What follows belongs to an exercise in optimizing a design on an open flow for small area, a short achievable clock period and few clock cycles per item; a production flow would make more cautious choices.
In this exercise RTL edits were held to simulation tests only and were not proved equivalent to the original.
Power is estimated from default activity; no workload was simulated.

<file path="flow/run.sh">
#!/bin/bash
# synth_recipe.tcl (not shown) runs the flow's synth.tcl, then flattens the netlist and writes it again
# the make line also repeats each setting of config.mk as NAME=value (left out here)
make -C /OpenROAD-flow-scripts/flow DESIGN_CONFIG=/design/flow/config.mk WORK_HOME=/design/flow/orfs CLKGATE_MAP_FILE= SYNTH_SCRIPT=/design/flow/synth_recipe.tcl finish
</file>
<file path="flow/config.mk">
export PLATFORM = sky130hd
export DESIGN_NAME = conv2d_stream
export DESIGN_NICKNAME = conv2d_stream
export VERILOG_FILES = /design/flow/design.v
export SDC_FILE = /design/flow/constraint.sdc
export NUM_CORES = 4
export LEC_CHECK = 0
export CAP_MARGIN = 20
export CORE_MARGIN = 2
export CORE_UTILIZATION = 40
export SLEW_MARGIN = 20
</file>
<file path="flow/constraint.sdc">
create_clock -name core_clock -period 6.5 [get_ports {clk}]
set_input_delay 1.3000 -clock core_clock [delete_from_list [all_inputs] [get_ports {clk}]]
set_output_delay 1.3000 -clock core_clock [all_outputs]
set_load 0.01 [all_outputs]
</file>
<file path="flow/design.v">
module conv2d_stream #(
    parameter int DATA_W = 8,
    parameter int COEF_W = 8,
    parameter int IMG_W  = 8,
    parameter int IMG_H  = 8,
    parameter int ACC_W  = 20,
    parameter int SHIFT  = 4,
    parameter int OUT_W  = 16
) (
    input  logic              clk,
    input  logic              in_st,
    input  logic              coef_we,
    input  logic [3:0]        coef_addr,
    input  logic [COEF_W-1:0] coef_din,
    input  logic              pix_valid,
    output logic              pix_ready,
    input  logic [DATA_W-1:0] pix_din,
    output logic [OUT_W-1:0]  dout,
    output logic              out_st,
    input  logic              out_ready,
    output logic              frame_done
);
    localparam int PROD_W = DATA_W + COEF_W;
    localparam int COL_W  = (IMG_W > 1) ? $clog2(IMG_W) : 1;
    localparam int ROW_W  = (IMG_H > 1) ? $clog2(IMG_H) : 1;
    localparam logic [71:0] K_DEF = 72'h01_02_01_02_04_02_01_02_01;
    typedef enum logic {
        RUN,
        FLUSH
    } state_e;
    state_e              state_q, state_d;
    logic [COL_W-1:0]    col_q, col_d;
    logic [ROW_W-1:0]    row_q, row_d;
    logic [8:0][COEF_W-1:0] coef_q;
    logic [8:0][COEF_W-1:0] coef_d;
    logic [2:0][2:0][DATA_W-1:0] win_q;
    logic [2:0][2:0][DATA_W-1:0] win_d;
    logic [8:0][PROD_W-1:0] prod_q;
    logic [8:0][PROD_W-1:0] prod_d;
    logic [DATA_W-1:0]   lb_top_mem [0:IMG_W-1];
    logic [DATA_W-1:0]   lb_mid_mem [0:IMG_W-1];
    logic                s1_valid_q, s1_valid_d;
    logic [OUT_W-1:0]    dout_q, dout_d;
    logic                out_st_q, out_st_d;
    logic                frame_done_q, frame_done_d;
    logic                ready_en_q;
    logic                stall;
    logic                accept;
    logic                last_col;
    logic                last_row;
    logic                win_done;
    logic                final_consume;
    logic [ACC_W-1:0]    sum;
    logic [ACC_W-1:0]    shifted;
    logic [OUT_W-1:0]    sat_val;
    always_comb begin
        stall         = out_st_q && !out_ready;
        pix_ready     = ready_en_q && (state_q == RUN) && !stall;
        accept        = pix_valid && pix_ready;
        last_col      = (col_q == COL_W'(IMG_W - 1));
        last_row      = (row_q == ROW_W'(IMG_H - 1));
        win_done      = accept && (row_q >= ROW_W'(2)) && (col_q >= COL_W'(2));
        final_consume = (state_q == FLUSH) && out_st_q && out_ready && !s1_valid_q;
    end
    always_comb begin
        state_d = state_q;
        col_d   = col_q;
        row_d   = row_q;
        if (accept) begin
            col_d = last_col ? '0 : col_q + COL_W'(1);
            if (last_col) begin
                row_d = last_row ? '0 : row_q + ROW_W'(1);
            end
            if (last_col && last_row) begin
                state_d = FLUSH;
            end
        end
        if (final_consume) begin
            state_d = RUN;
            col_d   = '0;
            row_d   = '0;
        end
    end
    always_comb begin
        coef_d = coef_q;
        for (int i = 0; i < 9; i++) begin
            if (coef_we && (coef_addr == 4'(i))) begin
                coef_d[i] = coef_din;
            end
        end
    end
    always_comb begin
        win_d = win_q;
        if (accept) begin
            for (int r = 0; r < 3; r++) begin
                win_d[r][0] = win_q[r][1];
                win_d[r][1] = win_q[r][2];
            end
            win_d[0][2] = lb_top_mem[col_q];
            win_d[1][2] = lb_mid_mem[col_q];
            win_d[2][2] = pix_din;
        end
    end
    always_comb begin
        prod_d     = prod_q;
        s1_valid_d = s1_valid_q;
        if (!stall) begin
            s1_valid_d = win_done;
            for (int r = 0; r < 3; r++) begin
                for (int c = 0; c < 3; c++) begin
                    prod_d[r*3 + c] = PROD_W'(win_d[r][c]) * PROD_W'(coef_q[r*3 + c]);
                end
            end
        end
    end
    always_comb begin
        sum = '0;
        for (int i = 0; i < 9; i++) begin
            sum = sum + ACC_W'(prod_q[i]);
        end
        shifted = sum >> SHIFT;
        sat_val = ((shifted >> OUT_W) != '0) ? '1 : OUT_W'(shifted);
        out_st_d     = out_st_q;
        dout_d       = dout_q;
        frame_done_d = final_consume;
        if (!stall) begin
            out_st_d = s1_valid_q;
            if (s1_valid_q) begin
                dout_d = sat_val;
            end
        end
    end
    always_ff @(posedge clk) begin
        if (in_st) begin
            state_q      <= RUN;
            col_q        <= '0;
            row_q        <= '0;
            s1_valid_q   <= 1'b0;
            out_st_q     <= 1'b0;
            dout_q       <= '0;
            frame_done_q <= 1'b0;
            ready_en_q   <= 1'b0;
            for (int i = 0; i < 9; i++) begin
                coef_q[i] <= COEF_W'(K_DEF[8*i +: 8]);
            end
        end else begin
            state_q      <= state_d;
            col_q        <= col_d;
            row_q        <= row_d;
            s1_valid_q   <= s1_valid_d;
            out_st_q     <= out_st_d;
            dout_q       <= dout_d;
            frame_done_q <= frame_done_d;
            ready_en_q   <= 1'b1;
            coef_q       <= coef_d;
        end
    end
    always_ff @(posedge clk) begin
        win_q  <= win_d;
        prod_q <= prod_d;
        if (accept) begin
            lb_top_mem[col_q] <= lb_mid_mem[col_q];
            lb_mid_mem[col_q] <= pix_din;
        end
    end
    assign dout       = dout_q;
    assign out_st     = out_st_q;
    assign frame_done = frame_done_q;
endmodule
</file>
==> run notes <==
-- cell usage after synthesis, types with 8 or more instances --
cell / instances
mux2_2: 9
ha_1: 347
a211oi_1: 21
and3_1: 10
a31oi_1: 9
nand2b_1: 12
xnor2_1: 68
o21bai_1: 9
nor4_1: 15
o21a_1: 46
or4_1: 14
mux4_1: 10
nor2b_1: 311
nor3_1: 16
clkbuf_1: 27
nor2_1: 184
a21o_1: 24
o21ai_0: 55
o311ai_0: 18
and2_1: 158
edfxtp_1: 272
buf_1: 15
a21oi_2: 8
buf_2: 9
mux4_2: 22
o211ai_1: 18
mux2i_1: 112
dfxtp_1: 174
nand2_1: 262
nand3_1: 27
o41ai_1: 9
o31a_1: 27
fa_1: 433
inv_1: 635
or2_2: 9
a211o_1: 11
a21oi_1: 61
-- path summary, 6_finish.rpt --
check	from	to	slack [ns]	cells after the start
setup / recovery	out_ready	prod_q[15]	0.23	25
hold / removal	dout_q[5]	dout_q[5]	0.45	2
setup reg to reg	register	prod_q[46]	0.59	20
hold reg to reg	dout_q[5]	dout_q[5]	0.45	2
-- layer usage --
metal | up-vias | global-route usage [%]
li1 | 12590 | -
met5 | - | 0
met1 | 13370 | 30.68
met2 | 551 | 34.26
met4 | 2 | 4.535
met3 | 91 | 2.562
-- area by class of cell --
cell class / instances / area share [%]
antenna: 1 / 0.005507
multi-input combinational: 2395 / 52.46
clock buffer: 70 / 3.202
tap: 1254 / 3.453
sequential: 446 / 25.64
timing repair buffer: 517 / 9.186
clock inverter: 28 / 0.7902
inverter: 635 / 5.256
-- logic make-up (layout without fill, tap and decap cells) --
kind of cell	Yosys count	count (layout)	share of synthesized area [%]
simple gates	1051	1051	14.46
fa+ha+maj	780	780	34.36
other cells	0	1	0
mux	161	161	5.687
compound gates	334	334	6.133
flops	446	446	30.77
buf+inv	691	1250	6.992
xor+xnor	69	69	1.596
-- stage by stage --
stage | power, uW | cells | hold slack (ns)
CTS | 12970 | 5343 | 0.4547
global placement | 9804 | 5228 | 0.4421
global route | 13960 | 5345 | 0.4843
finish | 12910 | 5346 | 0.4518
floorplan | 7850 | 3532 | 0.4531
detailed placement | 9812 | 5228 | 0.4462
-- state kept, by name, summed over array words and instances, names as in the netlist, 3 cells and up, named ones only --
signal	flops
dout_q	16
lb_mid_mem	64
coef_q	72
row_q	3
prod_q	144
win_q	72
col_q	3
lb_top_mem	64
-- timing repair --
action | CTS | global route
cloned | 3 | 0
setup endpoints to repair | 29 | 22
pin swaps | 24 | 6
hold buffers | 0 | 0
gates resized for setup | 47 | 12
setup buffers | 15 | 1
-- power by group --
part | switching [uW] | total [uW] | internal, uW | leakage [uW]
Combinational | 3670 | 6350 | 2680 | 0.0167
Clock | 1280 | 3070 | 1790 | 0.000887
Sequential | 201 | 3490 | 3290 | 0.00427
Total | 5150 | 12900 | 7760 | 0.0218
-- critical path, stage by stage --
cell and delay, ns:
dlygate4sd2_1 0.22, and2b_2 0.25, nor3b_4 0.16, buf_4 0.17
and2_4 0.18, buf_6 0.14, buf_12 0.14, mux2i_1 0.22
buf_4 0.17, buf_6 0.11, nor2b_1 0.05, fa_1 0.44
ha_1 0.29, inv_1 0.05, fa_1 0.49, fa_1 0.51
inv_1 0.04, ha_1 0.27, buf_4 0.14, o21a_1 0.16
o31a_1 0.12, o31a_1 0.31, o21bai_1 0.24, nand2_1 0.13
a211o_1 0.32
-- cells in the final DEF (no fill, tap or decap), drive strengths merged, types with 41 or more instances in the layout --
cell	netlist	final
xnor2	68	68
o21ai	55	55
o21a	46	46
edfxtp	272	272
and2	159	159
inv	635	637
mux2i	119	119
nor2	184	184
a21oi	69	69
clkbuf	27	70
clkdlybuf4s50	0	41
dfxtp	174	174
nand2	262	262
fa	433	433
buf	29	472
ha	347	347
nor2b	311	311
==> impl_metrics.ini <==
[status]
status = complete, no violations

[sta]
slew-limit-headroom_pct = 27.47
tightest_slew_ns = 1.082
fin_crit_sh_pct = 96.49
drv_slew = 0
max_freq_ghz = 0.1594
finalSetupViolCount = 0
finalSetupTns_ns = 0
finalHoldViolCount = 0
skew_ns = 0.06348
timing.final.ws_setup_ns = 0.2283
timing.final.crit_period_ns = 6.272

[finish]
n_fill_cell = 8745
final_util_pct = 48.54
synthToLayoutAreaGrowth_pct = 20.01
final_area_um2 = 45440
multi_input_area_um2 = 23840
nets = 4852
seq_area_um2 = 11650
drive_above_1_share_pct = 16.28

[critical_path]
required_ns = 6.87
end_kind = register
cp.arrival_ns = 6.64
path_max_fanout = 7
path_class = in -> reg
critPathLaunchType = primary input

[power_and_ir_drop]
leakage_uw = 0.02182
ir_drop_v = 0.0008850
powerDensity_nw_per_um2 = 284.2

[drt]
drt_wl_total_mm = 100.2
final_antenna_net_count = 0
drt_iter0_markers = 1710
firstDrtPassIters = 5
wl_met3_mm = 5.243
wl_met1_mm = 46.95
via_per_inst = 4.977
drc = 0
wl_met2_mm = 45.83
avgRoutedWirePerCell_um = 18.74
vias = 26610
maxUsedRoutingLayer = met5

[clock_tree]
clockRootBuffer = clkbuf_16
cts_htree_levels = 2
cts.clk_slew.worst_paths_ns = 0.06
cts_buffers = 52
cts_tree = yes
clock_latency_ns = 0.65
cts_buffer_depth = 3
cts.sinks = 446

[job]
cap_violations = 0

[global_route]
grt_max_degree = 86
grt_pass1_wl_mm = 159.8
gr-total-overflow = 0
grtUsageTotal_pct = 21.22
first_global_vias = 27970
antenna_found_initial = 3

[synth]
yosysWarnings = 1
synth_cell_type_count = 66
yosysSeqAreaShare_pct = 30.77
syn_avg_cell_area_um2 = 10.72
synth_area_leaders = fa_1 23%, edfxtp_1 22%, ha_1 11%, dfxtp_1 9.2%, inv_1 6.3%
ys.flop_type = edfxtp_1
synth_nets = 4337
synth_edf_count = 272
synth_top_cell_area_share_pct = 22.89
netlist.top_cell.by_area = fa_1
synthArstFlopShare_pct = 0
ys_ff_latch = 446
syn_inst = 3532
syn_area_um2 = 37870

[min_path]
hp-class = reg -> reg

[floorplanning]
coreArea_um2 = 93610
dieArea_um2 = 97140
row_count = 112
initial_core_util_pct = 40.45
io_pins = 44
die_y_um = 311.7
die_x_um = 311.7

[placed_design]
place_hpwl_mm = 78.33
dpl_cell_area_um2 = 43140
dp_slack_ns = -0.8406
gp_congestion = 0.8797
io_buffers = 43
Testbench counts, summed over its fixed seeds: cycles 16,904, items 9,216.

-- re-timing with driven ports --
In the flow no input, the clock included, has a driving cell. The finished layout below was timed again as built, in two steps.
Step 1, drivers: a clkbuf_16 drives clk and a buf_2 each remaining input, both assumed.
Step 2 moves the port delays by t, midway between the first and last clock arrival at a register: inputs arrive t later, outputs are due t later. That takes back most of the time a late clock gives input paths.
Slacks: ideal ports / drivers / drivers and shift; pairs: ideal ports / drivers.
t, ns: 0.679
slack for setup (ns): 0.228 / 0.269 / -0.410
latest minus earliest clock arrival (ns): 0.064 / 0.064
Met with ideal ports but missed after step 2: setup timing in this run. For this run, drivers alone change the setup slack by +0.041 ns; drivers and shift together by -0.638 ns.
